Background: an optimization exercise with open tools, aiming at small area and a short achievable clock period. Do not read the settings as production practice. At most, simulation tests tie the RTL to the original design; equivalence was not proved. Power figures rest on the tool's default switching activity, not on a simulated workload.

==> inputs of 11-20 <==
// rvExecSlice
module rvExecSlice (
    input  logic        clk,
    input  logic        rstN,
    input  logic        instValid,
    input  logic [31:0] instWord,
    input  logic [31:0] pc,
    input  logic [31:0] rs1Data,
    input  logic [31:0] rs2Data,
    output logic        resValid,
    output logic [4:0]  resRd,
    output logic        resRegWrite,
    output logic [31:0] resWbValue,
    output logic        resMemRead,
    output logic        resMemWrite,
    output logic [31:0] resMemAddr,
    output logic [1:0]  resMemSize,
    output logic        resBranchTaken,
    output logic [31:0] resNextPc,
    output logic        resHalt
);
clock: 5.0 ns
lec_check: 0
abc_area: 1
cap_margin: 20
core_margin: 2
core_utilization: 40
cts_buf_list: sky130_fd_sc_hd__clkbuf_16
cts_cluster_diameter: 80
cts_cluster_size: 24
setup_slack_margin: 2.9
slew_margin: 20
standard.sh (not shown) runs the stock make flow with config.mk's settings and CLKGATE_MAP_FILE= SYNTH_SCRIPT=/design/flow/synth_recipe.tcl, a recipe that flattens the netlist after the stock synthesis.
==> flow/flow/run.sh <==
#!/bin/bash
# Standard ORFS layout with these changes:
#  - input ports are buffered with buf_1, output ports with buf_2 (after global
#    placement, flow/outbuf.tcl), instead of the default delay buffer
#  - the ABC area recipe (ABC_AREA=1) is replaced by flow/abc_area.script;
#    this only changes the mapping of combinational logic, the registers are
#    those of the standard synthesis
set -e
rm -rf scripts_abc
cp -r "$FLOW_HOME/scripts" scripts_abc
cp flow/abc_area.script scripts_abc/abc_area.script
bash standard.sh SCRIPTS_DIR="$PWD/scripts_abc" \
    BUFFER_PORTS_ARGS="-inputs -buffer_cell sky130_fd_sc_hd__buf_1" \
    POST_GLOBAL_PLACE_TCL="$PWD/flow/outbuf.tcl" finish > standard.log 2>&1
==> flow/flow/abc_area.script <==
strash
dch
map -B 0.5
topo
stime -c
buffer -c
upsize -c
dnsize -c
==> flow/flow/outbuf.tcl <==
# outputs get buf_2 port buffers; the inputs got buf_1 ones before global placement
buffer_ports -outputs -buffer_cell sky130_fd_sc_hd__buf_2
estimate_parasitics -placement
==> inputs of 03-25, as changes to 11-20 <==
==> flow/flow/abc_area.script (replaced) <==
strash
dch
map -B 0.5
- SETUP_SLACK_MARGIN: 2.9 -> 2.8
==> inputs of 01-13, as changes to 11-20 <==
--- a/flow/design.v
+++ b/flow/design.v
@@ -24,11 +24,13 @@
     endfunction
     logic [6:0] opc0;
     logic [2:0] f30;
     logic       alt0;
     logic       isOp0, isOpI0, isLoad0, isStore0, isBr0, isJal0, isJalr0, isLui0, isAuipc0;
-    logic       isAlu0, sub0, sll0;
+    logic       isAlu0, sub0, sll0, shf0, fill0;
+    logic [1:0] shLo0;
+    logic [31:0] shIn0, shOut0;
     logic [31:0] immI0, immS0, immJ0, immU0, bSel0;
     logic [3:0] cls0;
     assign opc0     = instWord[6:0];
     assign f30      = instWord[14:12];
     assign alt0     = (instWord[31:25] == 7'h20);
@@ -51,10 +53,15 @@
     assign bSel0 = ({32{isOpI0 | isLoad0 | isJalr0}} & immI0) |
                    ({32{isStore0}} & immS0) |
                    ({32{isJal0}} & immJ0) |
                    ({32{isAuipc0}} & immU0) |
                    ({32{!(isOpI0 | isLoad0 | isJalr0 | isStore0 | isJal0 | isAuipc0)}} & rs2Data);
+    assign shf0   = isAlu0 & (f30[1:0] == 2'b01);
+    assign shLo0  = {2{shf0}} & (isOp0 ? rs2Data[1:0] : instWord[21:20]);
+    assign shIn0  = sll0 ? rev32(rs1Data) : rs1Data;
+    assign fill0  = isAlu0 & f30[2] & alt0 & rs1Data[31];
+    assign shOut0 = 32'($signed({fill0, shIn0}) >>> shLo0);
     always_comb begin
         if      (isOp0)    cls0 = 4'd1;
         else if (isOpI0)   cls0 = 4'd2;
         else if (isLoad0)  cls0 = 4'd3;
         else if (isStore0) cls0 = 4'd4;
@@ -69,27 +76,29 @@
     logic [31:0] a1, b1;
     logic        sub1;
     logic [3:0]  cls1;
     logic [31:7] iw1;
     logic [31:2] pc1;
-    logic [4:0]  sa1;
+    logic [4:2]  sa1;
     always_ff @(posedge clk or negedge rstN)
         if (!rstN) v1 <= 1'b0;
         else       v1 <= instValid;
     always_ff @(posedge clk) begin
-        a1   <= (isJal0 | isAuipc0) ? {pc[31:2], 2'b00} : sll0 ? rev32(rs1Data) : rs1Data;
+        a1   <= (isJal0 | isAuipc0) ? {pc[31:2], 2'b00} : shOut0;
         b1   <= bSel0 ^ {32{sub0}};
         sub1 <= sub0;
-        sa1  <= bSel0[4:0];    
+        sa1  <= bSel0[4:2];    
         cls1 <= cls0;
         iw1  <= instWord[31:7];
         pc1  <= pc[31:2];
     end
     logic [2:0]  f31;
     logic        alt1;
     logic        isOp1, isOpI1, isLoad1, isStore1, isBr1, isJal1, isJalr1, isLui1, isAuipc1, isAlu1;
-    logic [33:0] sumC1;
+    logic [17:0] sumLo1;
+    logic [16:0] sumHi1;
+    logic        c16, pHi1;
     logic [31:0] sum1, x1, sh1, tgt1;
     logic        cout1, eq1, lt1, ltu1, cmp1;
     logic        fill1;
     assign f31      = iw1[14:12];
     assign alt1     = (iw1[31:25] == 7'h20);
@@ -101,32 +110,37 @@
     assign isJal1   = (cls1 == 4'd6);
     assign isJalr1  = (cls1 == 4'd7);
     assign isLui1   = (cls1 == 4'd8);
     assign isAuipc1 = (cls1 == 4'd9);
     assign isAlu1   = isOp1 | isOpI1;
-    assign sumC1 = {1'b0, a1, 1'b1} + {1'b0, b1, sub1};  
-    assign sum1  = sumC1[32:1];
-    assign cout1 = sumC1[33];
+    assign sumLo1 = {1'b0, a1[15:0], 1'b1} + {1'b0, b1[15:0], sub1};  
+    assign c16    = sumLo1[17];
+    assign sumHi1 = {1'b0, a1[31:16]} + {1'b0, b1[31:16]};
+    assign pHi1   = &(a1[31:16] ^ b1[31:16]);
+    assign sum1   = {sumHi1[15:0], sumLo1[16:1]};
+    assign cout1  = sumHi1[16] | (pHi1 & c16);
     assign x1    = a1 ^ b1;
     assign eq1   = &x1;                                   
     assign ltu1  = ~cout1;
-    assign lt1   = (a1[31] == b1[31]) ? a1[31] : sum1[31];
+    assign lt1   = (a1[31] == b1[31]) ? a1[31] : ltu1;  
     assign cmp1  = (isBr1 ? f31[1] : f31[0]) ? ltu1 : lt1;
     assign fill1 = f31[2] & alt1 & a1[31];
-    assign sh1   = 32'($signed({fill1, a1}) >>> {sa1[4:3], 3'b000});
+    assign sh1   = 32'($signed({fill1, a1}) >>> {sa1[4:2], 2'b00});
     assign tgt1  = {pc1, 2'b00} + {{20{iw1[31]}}, iw1[7], iw1[30:25], iw1[11:8], 1'b0};
-    logic selSum1, selTgt1, selSh1, selG1, selP1, slt1;
+    logic selSum1, selTgt1, selSr1, selSl1, selG1, selP1, slt1;
     assign selTgt1 = isBr1;
     assign selSum1 = !(isAlu1 | isBr1) | (isAlu1 & f31 == 3'b000);
-    assign selSh1  = isAlu1 & (f31[1:0] == 2'b01);
+    assign selSr1  = isAlu1 & (f31 == 3'b101);
+    assign selSl1  = isAlu1 & (f31 == 3'b001);
     assign slt1    = isAlu1 & (f31[2:1] == 2'b01);
     assign selG1   = isAlu1 & (f31[2:1] == 2'b11);
     assign selP1   = isAlu1 & f31[2] & ~f31[0];
     logic [31:0] alu1;
     assign alu1 = ({32{selSum1}} & sum1) |
                   ({32{selTgt1}} & tgt1) |
-                  ({32{selSh1}}  & sh1) |
+                  ({32{selSr1}}  & sh1) |
+                  ({32{selSl1}}  & rev32(sh1)) |
                   ({32{selP1}}   & x1) |
                   ({32{selG1}}   & (a1 & b1));
     logic        illegal1, regWr1;
     always_comb begin
         illegal1 = 1'b0;
@@ -152,25 +166,22 @@
     logic        v2;
     logic [31:0] a2;
     logic [31:2] pc42;
     logic [31:12] hi2;
     logic [4:0]  rd2;
-    logic [2:0]  sh2;
-    logic        fill2, sll2;
+    logic        c162;
     logic        eq2, cmp2, slt2, isJ2, isJalr2, isBr2, isLui2;
     logic        memRd2, memWr2, illegal2, regWr2;
     always_ff @(posedge clk or negedge rstN)
         if (!rstN) v2 <= 1'b0;
         else       v2 <= v1;
     always_ff @(posedge clk) begin
         a2       <= alu1;
         pc42     <= pc1 + 30'd1;
         hi2      <= iw1[31:12];
         rd2      <= iw1[11:7];
-        sh2      <= selSh1 ? sa1[2:0] : 3'd0;
-        fill2    <= fill1;
-        sll2     <= selSh1 & ~f31[2];
+        c162     <= selSum1 & c16;
         eq2      <= eq1;
         cmp2     <= cmp1;
         slt2     <= slt1;
         isJ2     <= isJal1 | isJalr1;
         isJalr2  <= isJalr1;
@@ -179,11 +190,11 @@
         memRd2   <= isLoad1;
         memWr2   <= isStore1;
         illegal2 <= illegal1;
         regWr2   <= regWr1;
     end
-    logic [31:0] aS2, aR2, aF2, jt2, pc4F2, npc2, wb2;
+    logic [31:0] aU2, aF2, jt2, pc4F2, npc2, wb2;
     logic        taken2, cond2, sizeHalt2, pcHalt2, halt2;
     logic [2:0]  f32;
     logic [1:0]  size2;
     assign f32 = hi2[14:12];
     assign size2 = !(memRd2 | memWr2)                        ? 2'd0 :
@@ -196,15 +207,14 @@
             3'b100, 3'b110: cond2 = cmp2;
             3'b101, 3'b111: cond2 = ~cmp2;
             default: cond2 = 1'b0;
         endcase
     end
-    assign aS2    = 32'($signed({fill2, a2}) >>> sh2);
-    assign aR2    = sll2 ? rev32(aS2) : aS2;
-    assign aF2    = {aR2[31:1], aR2[0] | (slt2 & cmp2)};
+    assign aU2    = {a2[31:16] + {15'b0, c162}, a2[15:0]};
+    assign aF2    = {aU2[31:1], aU2[0] | (slt2 & cmp2)};
     assign taken2 = isJ2 | (isBr2 & cond2);
-    assign jt2    = {a2[31:1], a2[0] & ~isJalr2};      
+    assign jt2    = {aU2[31:1], aU2[0] & ~isJalr2};
     assign pc4F2  = {pc42, 2'b00};
     assign npc2   = taken2 ? jt2 : pc4F2;
     assign sizeHalt2 = (memRd2 || memWr2) &&
                        ((size2 == 2'd1 && a2[0]) || (size2 == 2'd2 && a2[1:0] != 2'b00));  
     assign pcHalt2   = taken2 && (jt2[1:0] != 2'b00);
- SETUP_SLACK_MARGIN: 2.9 -> 2.8
==> inputs of 01-26, as changes to 11-20 <==
==> flow/flow/run.sh (replaced) <==
#!/bin/bash
# Standard ORFS layout with two changes:
#  - ports are buffered with buf_2 instead of the default delay buffer
#  - the ABC area recipe (ABC_AREA=1) is replaced by flow/abc_area.script;
#    this only changes the mapping of combinational logic, the registers are
#    those of the standard synthesis
set -e
rm -rf scripts_abc
cp -r "$FLOW_HOME/scripts" scripts_abc
cp flow/abc_area.script scripts_abc/abc_area.script
bash standard.sh SCRIPTS_DIR="$PWD/scripts_abc" \
    BUFFER_PORTS_ARGS="-buffer_cell sky130_fd_sc_hd__buf_2" finish > standard.log 2>&1
- CTS_BUF_LIST: sky130_fd_sc_hd__clkbuf_16 -> not set
- CTS_CLUSTER_DIAMETER: 80 -> not set
- CTS_CLUSTER_SIZE: 24 -> not set
- SETUP_SLACK_MARGIN: 2.9 -> 2.5
removed: flow/flow/outbuf.tcl
==> comparison table <==
Setup slack of the most critical reg-to-reg path: 11-20 2.83 ns; 01-26 2.60 ns; 03-25 2.67 ns; 01-13 2.77 ns
Mapped Cells: 11-20 2575; 01-26 2575; 03-25 2477; 01-13 2549
Switching component of the power: 11-20 2660 uW; 01-26 2640 uW; 03-25 2580 uW; 01-13 2290 uW
Routed length per placed instance: 11-20 22.8 microns; 01-26 22.3 microns; 03-25 23.5 microns; 01-13 22.3 microns
First-pass GRT wire length: 11-20 111 mm; 01-26 108 mm; 03-25 113 mm; 01-13 110 mm
Part of the power in the clock network: 11-20 26.9%; 01-26 35.0%; 03-25 27.0%; 01-13 26.2%
Fin area: 11-20 22500 sq um; 01-26 20900 sq um; 03-25 22100 sq um; 01-13 22100 sq um
WL met3: 11-20 5.55 mm; 01-26 4.75 mm; 03-25 5.46 mm; 01-13 5.25 mm
Status: 11-20 no timing/DRC/antenna violations; 01-26 no timing/DRC/antenna violations; 03-25 no timing/DRC/antenna violations; 01-13 no timing/DRC/antenna violations
Core Area: 11-20 44000 sq um; 01-26 44000 sq um; 03-25 42000 sq um; 01-13 44000 sq um
Worst Tran Pin Value: 11-20 1.06 ns; 01-26 0.986 ns; 03-25 0.902 ns; 01-13 0.831 ns
Combinational Power: 11-20 2070 uW; 01-26 1820 uW; 03-25 2020 uW; 01-13 1740 uW
Total Die Area: 11-20 46000 sq um; 01-26 46000 sq um; 03-25 44400 sq um; 01-13 46100 sq um
Post-CTS setup buffer count: 11-20 25; 01-26 1; 03-25 37; 01-13 40
Maximum clock rate: 11-20 0.461 GHz; 01-26 0.416 GHz; 03-25 0.429 GHz; 01-13 0.448 GHz
Area delta synth->final: 11-20 27.1%; 01-26 17.6%; 03-25 29.4%; 01-13 24.6%
IR drop worst, VDD: 11-20 0.000267 V; 01-26 0.000284 V; 03-25 0.000254 V; 01-13 0.000256 V
Mean instance size in the synthesized netlist: 11-20 6.89 sq um; 01-26 6.89 sq um; 03-25 6.91 sq um; 01-13 6.97 sq um
Post-synthesis share of cell area spent on full adders, half adders and majority gates: 11-20 4.60%; 01-26 4.60%; 03-25 4.77%; 01-13 4.85%
Final hold slack: 11-20 0.211 ns; 01-26 0.227 ns; 03-25 0.240 ns; 01-13 0.220 ns
Share of cells above drive strength 1: 11-20 22.5%; 01-26 14.9%; 03-25 21.5%; 01-13 19.1%
Period Utilization, post-route: 11-20 43.4%; 01-26 48.1%; 03-25 46.6%; 01-13 44.6%
No functional check of the RTL was part of 01-13.

==> afterwards: timing with drivers on the ports <==
Ports are ideal in the flow. The routed layouts listed here were re-timed in OpenROAD. Step 1: set_driving_cell puts a clkbuf_16 on clk and a buf_2 on each other input, an assumption about the parent block. Step 2 also shifts input and output timing later by t, the mid clock arrival at the registers, as if the neighbouring blocks saw the same clock. Three values: ideal ports, drivers, drivers and shift; two values: the first two.
run | t (ns) | setup WS [ns] | hold WS [ns] | slew at the worst register clock pin (ns) | cell pins on the clock port's net
11-20 | 0.621 | 2.830 / 2.830 / 2.391 | 0.211 / 0.177 / 0.331 | 0.10 / 0.10 | 1
03-25 | 0.617 | 2.670 / 2.670 / 2.244 | 0.240 / 0.212 / 0.333 | 0.09 / 0.09 | 1
01-13 | 0.611 | 2.769 / 2.769 / 2.195 | 0.220 / 0.197 / 0.331 | 0.09 / 0.09 | 1
01-26 | 0.626 | 2.597 / 2.597 / 2.025 | 0.227 / 0.191 / 0.315 | 0.07 / 0.07 | 1
After both steps setup and hold are still met in every run listed. The setup slack of 01-13, which loses most, moves by 0.000 ns with the drivers and by -0.574 ns with both steps.
